This design comes from an exercise in tuning for small area on the open sky130 flow, not from production work. Only simulation tests tie the RTL to the original design; equivalence was not proved. Power is estimated from default activity; no workload was simulated.

==> build 92: inputs <==
## chacha20_stream_host
module chacha20_stream_host
#(
    parameter int TIMEOUT_CYCLES = 1024,
    parameter int CNT_W          = 16
) (
    input  logic               clk,
    input  logic               rst,
    input  logic               blk_valid,
    output logic               blk_ready,
    input  logic [BLOCK_W-1:0] blk_data,
    output logic               res_valid,
    input  logic               res_ready,
    output logic [BLOCK_W-1:0] res_data,
    output logic               res_timeout,
    output logic               ws_start,
    output logic [WORD_W-1:0]  ws_data,
    input  logic [WORD_W-1:0]  ws_result,
    input  logic               ws_done,
    output logic               busy
);
==> module chacha20_bit_select, before the edit <==
module chacha20_bit_select
(
    input  logic load,
    input  logic d,
    input  logic shift,
    input  logic s,
    input  logic hold,
    input  logic q,
    output logic y
);
    assign y = (load & d) | (shift & s) | (hold & q);
endmodule
==> module chacha20_word_deserializer, before the edit <==
module chacha20_word_deserializer
(
    input  logic               clk,
    input  logic               load,
    input  logic               shift,
    input  logic               hold,
    input  logic [BLOCK_W-1:0] d,
    input  logic [WORD_W-1:0]  din,
    output logic [BLOCK_W-1:0] q
);
    logic [BLOCK_W-1:0] shifted;
    logic [BLOCK_W-1:0] q_next;
    assign shifted = {din, q[BLOCK_W-1:WORD_W]};
    for (genvar i = 0; i < BLOCK_W; i++) begin : g_bit
        chacha20_bit_select u_sel (
            .load  (load),
            .d     (d[i]),
            .shift (shift),
            .s     (shifted[i]),
            .hold  (hold),
            .q     (q[i]),
            .y     (q_next[i])
        );
    end
    always_ff @(posedge clk) begin
        q <= q_next;
    end
endmodule
==> module chacha20_stream_host, before the edit <==
module chacha20_stream_host
#(
    parameter int TIMEOUT_CYCLES = 1024,
    parameter int CNT_W          = 16
) (
    input  logic               clk,
    input  logic               rst,
    input  logic               blk_valid,
    output logic               blk_ready,
    input  logic [BLOCK_W-1:0] blk_data,
    output logic               res_valid,
    input  logic               res_ready,
    output logic [BLOCK_W-1:0] res_data,
    output logic               res_timeout,
    output logic               ws_start,
    output logic [WORD_W-1:0]  ws_data,
    input  logic [WORD_W-1:0]  ws_result,
    input  logic               ws_done,
    output logic               busy
);
    localparam int          TOTAL_W   = 10;   
    localparam logic [TOTAL_W-1:0] SEND_LAST = TOTAL_W'(WORDS_PER_BLOCK - 1);
    logic               b, p1, p0, rt;
    logic [TOTAL_W-1:0] cnt;
    logic               last;
    logic               st_start, st_send, st_wait, st_hold, st_ready;
    logic               load, shift, hold;
    assign st_ready = !b && p0;
    assign st_start = b && !p1 && !p0;
    assign st_send  = b && !p1 && p0;
    assign st_wait  = b && p1 && p0;
    assign st_hold  = b && p1 && !p0;
    assign last     = (cnt == SEND_LAST);
    assign blk_ready   = st_ready;
    assign ws_start    = st_start;
    assign busy        = b;
    assign res_valid   = st_hold;
    assign res_timeout = rt;
    assign load  = st_ready && blk_valid;
    assign shift = st_send || (st_wait && (ws_done || !last));
    assign hold  = b && !p0;
    chacha20_word_deserializer u_deser (
        .clk   (clk),
        .load  (load),
        .shift (shift),
        .hold  (hold),
        .d     (blk_data),
        .din   (ws_result),
        .q     (res_data)
    );
    assign ws_data = res_data[WORD_W-1:0];
    always_ff @(posedge clk) begin
        cnt <= st_start ? '0 : cnt + TOTAL_W'(1);
    end
    always_ff @(posedge clk or posedge rst) begin
        if (rst) begin
            b  <= 1'b0;
            p1 <= 1'b0;
            p0 <= 1'b0;
            rt <= 1'b0;
        end else begin
            if (!b) begin
                if (!p0) begin
                    p0 <= 1'b1;
                end else if (blk_valid) begin
                    b  <= 1'b1;
                    p0 <= 1'b0;
                end
            end else begin
                case ({p1, p0})
                    2'b00: p0 <= 1'b1;
                    2'b01: if (last) p1 <= 1'b1;
                    2'b11: begin
                        if (ws_done || last) begin
                            p0 <= 1'b0;
                            rt <= !ws_done;
                        end
                    end
                    default: begin
                        if (res_ready) begin
                            b  <= 1'b0;
                            p1 <= 1'b0;
                            rt <= 1'b0;
                        end
                    end
                endcase
            end
        end
    end
endmodule
clock: 5.0 ns
lec_check: 0
cap_margin: 20
core_area: 4 4 386 386
die_area: 0 0 390 390
slew_margin: 20
synth_hierarchical: 1
run.sh (not shown) runs the stock make flow with config.mk's settings and CLKGATE_MAP_FILE= SYNTH_SCRIPT=/design/flow/synth_recipe.tcl, a recipe that flattens the netlist after the stock synthesis.
==> build 78: changes against build 92 <==
--- a/flow/design.v
+++ b/flow/design.v
@@ -6,14 +6,2 @@
 import chacha20_pkg::*;
-module chacha20_bit_select
-(
-    input  logic load,
-    input  logic d,
-    input  logic shift,
-    input  logic s,
-    input  logic hold,
-    input  logic q,
-    output logic y
-);
-    assign y = (load & d) | (shift & s) | (hold & q);
-endmodule
 module chacha20_word_deserializer
@@ -29,17 +17,7 @@
     logic [BLOCK_W-1:0] shifted;
-    logic [BLOCK_W-1:0] q_next;
     assign shifted = {din, q[BLOCK_W-1:WORD_W]};
-    for (genvar i = 0; i < BLOCK_W; i++) begin : g_bit
-        chacha20_bit_select u_sel (
-            .load  (load),
-            .d     (d[i]),
-            .shift (shift),
-            .s     (shifted[i]),
-            .hold  (hold),
-            .q     (q[i]),
-            .y     (q_next[i])
-        );
-    end
     always_ff @(posedge clk) begin
-        q <= q_next;
+        q <= ({BLOCK_W{load}}  & d)
+           | ({BLOCK_W{shift}} & shifted)
+           | ({BLOCK_W{hold}}  & q);
     end
--- a/flow/config.mk
+++ b/flow/config.mk
@@ -11,2 +11 @@
 export SLEW_MARGIN = 20
-export SYNTH_HIERARCHICAL = 1
==> build 70: changes against build 92 <==
--- a/flow/design.v
+++ b/flow/design.v
@@ -68,3 +68,3 @@
     localparam int          TOTAL_W   = 10;   
-    localparam logic [TOTAL_W-1:0] SEND_LAST = TOTAL_W'(WORDS_PER_BLOCK - 1);
+    localparam logic [TOTAL_W-1:0] SEND_LAST = 10'd145;
     logic               b, p1, p0, rt;
@@ -98,4 +98,6 @@
     assign ws_data = res_data[WORD_W-1:0];
+    logic cnt_fb;
+    assign cnt_fb = cnt[9] ^ cnt[6] ^ (cnt[8:0] == 9'd0);
     always_ff @(posedge clk) begin
-        cnt <= st_start ? '0 : cnt + TOTAL_W'(1);
+        cnt <= st_start ? '0 : {cnt[8:0], cnt_fb};
     end
==> flow/flow/run.sh (new file) <==
#!/bin/bash
# The standard layout (the standard.sh: standard synthesis and ORFS steps),
# with two changes:
#  - ports are buffered with the smallest buffer, sky130_fd_sc_hd__buf_1,
#    instead of the one buffer_ports picks by default;
#  - clock tree synthesis uses sky130_fd_sc_hd__clkbuf_8, clusters of up to
#    20 sinks within 60 um, and inserts no dummy loads.
# The make output goes to flow_make.log; each ORFS step writes its own log
# under orfs/logs/.
set -euo pipefail
bash standard.sh \
  "BUFFER_PORTS_ARGS=-buffer_cell sky130_fd_sc_hd__buf_1" \
  "CTS_ARGS=-sink_clustering_enable -repair_clock_nets -dont_use_dummy_load -buf_list sky130_fd_sc_hd__clkbuf_8 -sink_clustering_size 20 -sink_clustering_max_diameter 60" \
  finish > flow_make.log 2>&1
==> flow/standard.sh (new file) <==
#!/bin/bash
# synth_recipe.tcl (not shown) runs the flow's synth.tcl, then flattens the netlist and writes it again
# the make line also repeats each setting of config.mk as NAME=value (left out here)
make -C /OpenROAD-flow-scripts/flow DESIGN_CONFIG=/design/flow/config.mk WORK_HOME=/design/flow/orfs CLKGATE_MAP_FILE= SYNTH_SCRIPT=/design/flow/synth_recipe.tcl "${@:-finish}"
--- a/flow/config.mk
+++ b/flow/config.mk
@@ -8,4 +8,4 @@
 export CAP_MARGIN = 20
-export CORE_AREA = 4 4 386 386
-export DIE_AREA = 0 0 390 390
+export CORE_AREA = 4 4 396 396
+export DIE_AREA = 0 0 400 400
 export SLEW_MARGIN = 20
removed: flow/run.sh
==> build 72: changes against build 92 <==
--- a/flow/design.v
+++ b/flow/design.v
@@ -6,14 +6,2 @@
 import chacha20_pkg::*;
-module chacha20_bit_select
-(
-    input  logic load,
-    input  logic d,
-    input  logic shift,
-    input  logic s,
-    input  logic hold,
-    input  logic q,
-    output logic y
-);
-    assign y = (load & d) | (shift & s) | (hold & q);
-endmodule
 module chacha20_word_deserializer
@@ -29,17 +17,7 @@
     logic [BLOCK_W-1:0] shifted;
-    logic [BLOCK_W-1:0] q_next;
     assign shifted = {din, q[BLOCK_W-1:WORD_W]};
-    for (genvar i = 0; i < BLOCK_W; i++) begin : g_bit
-        chacha20_bit_select u_sel (
-            .load  (load),
-            .d     (d[i]),
-            .shift (shift),
-            .s     (shifted[i]),
-            .hold  (hold),
-            .q     (q[i]),
-            .y     (q_next[i])
-        );
-    end
     always_ff @(posedge clk) begin
-        q <= q_next;
+        q <= ({BLOCK_W{load}}  & d)
+           | ({BLOCK_W{shift}} & shifted)
+           | ({BLOCK_W{hold}}  & q);
     end
--- a/flow/config.mk
+++ b/flow/config.mk
@@ -8,5 +8,4 @@
 export CAP_MARGIN = 20
-export CORE_AREA = 4 4 386 386
-export DIE_AREA = 0 0 390 390
+export CORE_MARGIN = 2
+export CORE_UTILIZATION = 40
 export SLEW_MARGIN = 20
-export SYNTH_HIERARCHICAL = 1
==> results.txt <==
GRT busiest layer=met2; Worst R2R Start=cnt[0]; power per cell area=686 nW/um2; status=finished clean; RSZ-0062 raised after global routing=no; gp weighted congestion=0.938; max-cap viol count=0; clock network latency to the later pin of the worst-skew pair=640 ps; post-synthesis sequential area ratio=57.8%; simple-gate share of the synthesized area=0.953%; GRT met1 Usage=16.5%
-- figures above: build 92

==> results.txt <==
Synth Area in Adders=0.306%; post-synthesis sequential area ratio=51.6%; share of the synthesized area in the top cell type=51.1%; Stopped at=I/O pin placement; Post-synth EDFFs=0; Die Height=230 um; Yosys cell types=26; compound-gate portion of the synthesized area=25.4%; Tool Error=[ERROR PPL-0024] Number of IO pins (1098) exceeds maximum number of available positions (826). Increase the die perimeter from 920.32um to 1493.28um.; simple-gate share of the synthesized area=16.6%; status=stopped before the end; Post-synth top cells=dfxtp_1 (522), a221o_1 (512), and3_1 (512)
-- figures above: build 72

==> results.txt <==
total power=0.0169 W; gp weighted congestion=0.971; status=finished clean; setup TNS=0 ps; GRT met1 Usage=14.9%; tapcell count=2030; power per cell area=657 nW/um2; number of core rows=143; r2r worst-path depth=6; clock network latency to the later pin of the worst-skew pair=730 ps; Worst R2R Start=cnt[9]; Initial Util=11.9%; GRT busiest layer=met2; Yosys cell types=27; max-cap viol count=0; post-synthesis sequential area ratio=58.0%; RSZ-0062 raised after global routing=no; ClkCell Share=2.52%
-- figures above: build 70

==> results.txt <==
status=finished clean; max-cap viol count=0; gp weighted congestion=0.915; power per cell area=709 nW/um2; GRT busiest layer=met2; RSZ-0062 raised after global routing=no; GRT met1 Usage=21.1%; clock network latency to the later pin of the worst-skew pair=650 ps; post-synthesis sequential area ratio=51.6%
-- figures above: build 78

## port drivers added, routing unchanged
How much do the figures lean on ideal ports? The routed layouts below were timed once more, with nothing changed but the port constraints. Step 1: set_driving_cell puts a clkbuf_16 on clk and a buf_2 on each other input, an assumption about the parent block. Step 2, shift: input delay + t, output delay - t, t = (earliest + latest rising clock arrival at the registers) / 2. This alone moves slack from input paths to output paths. Slacks: ideal ports / drivers / drivers and shift; pairs: ideal ports / drivers.
| run | t (ns) | setup slack, ns | worst setup path at the end | latest minus earliest clock arrival (ns) |
|---|---|---|---|---|
| build 92 | 0.704 | 1.170 / 1.105 / 1.682 | input to register | 0.028 / 0.028 |
| build 78 | 0.705 | 0.967 / 0.903 / 1.607 | register to output | 0.037 / 0.037 |
| build 70 | 0.730 | 1.972 / 1.916 / 1.799 | input to register | 0.118 / 0.117 |
After both steps every run listed still meets setup and hold. For build 70, which loses most, drivers alone change the setup slack by -0.056 ns; drivers and shift together by -0.173 ns.
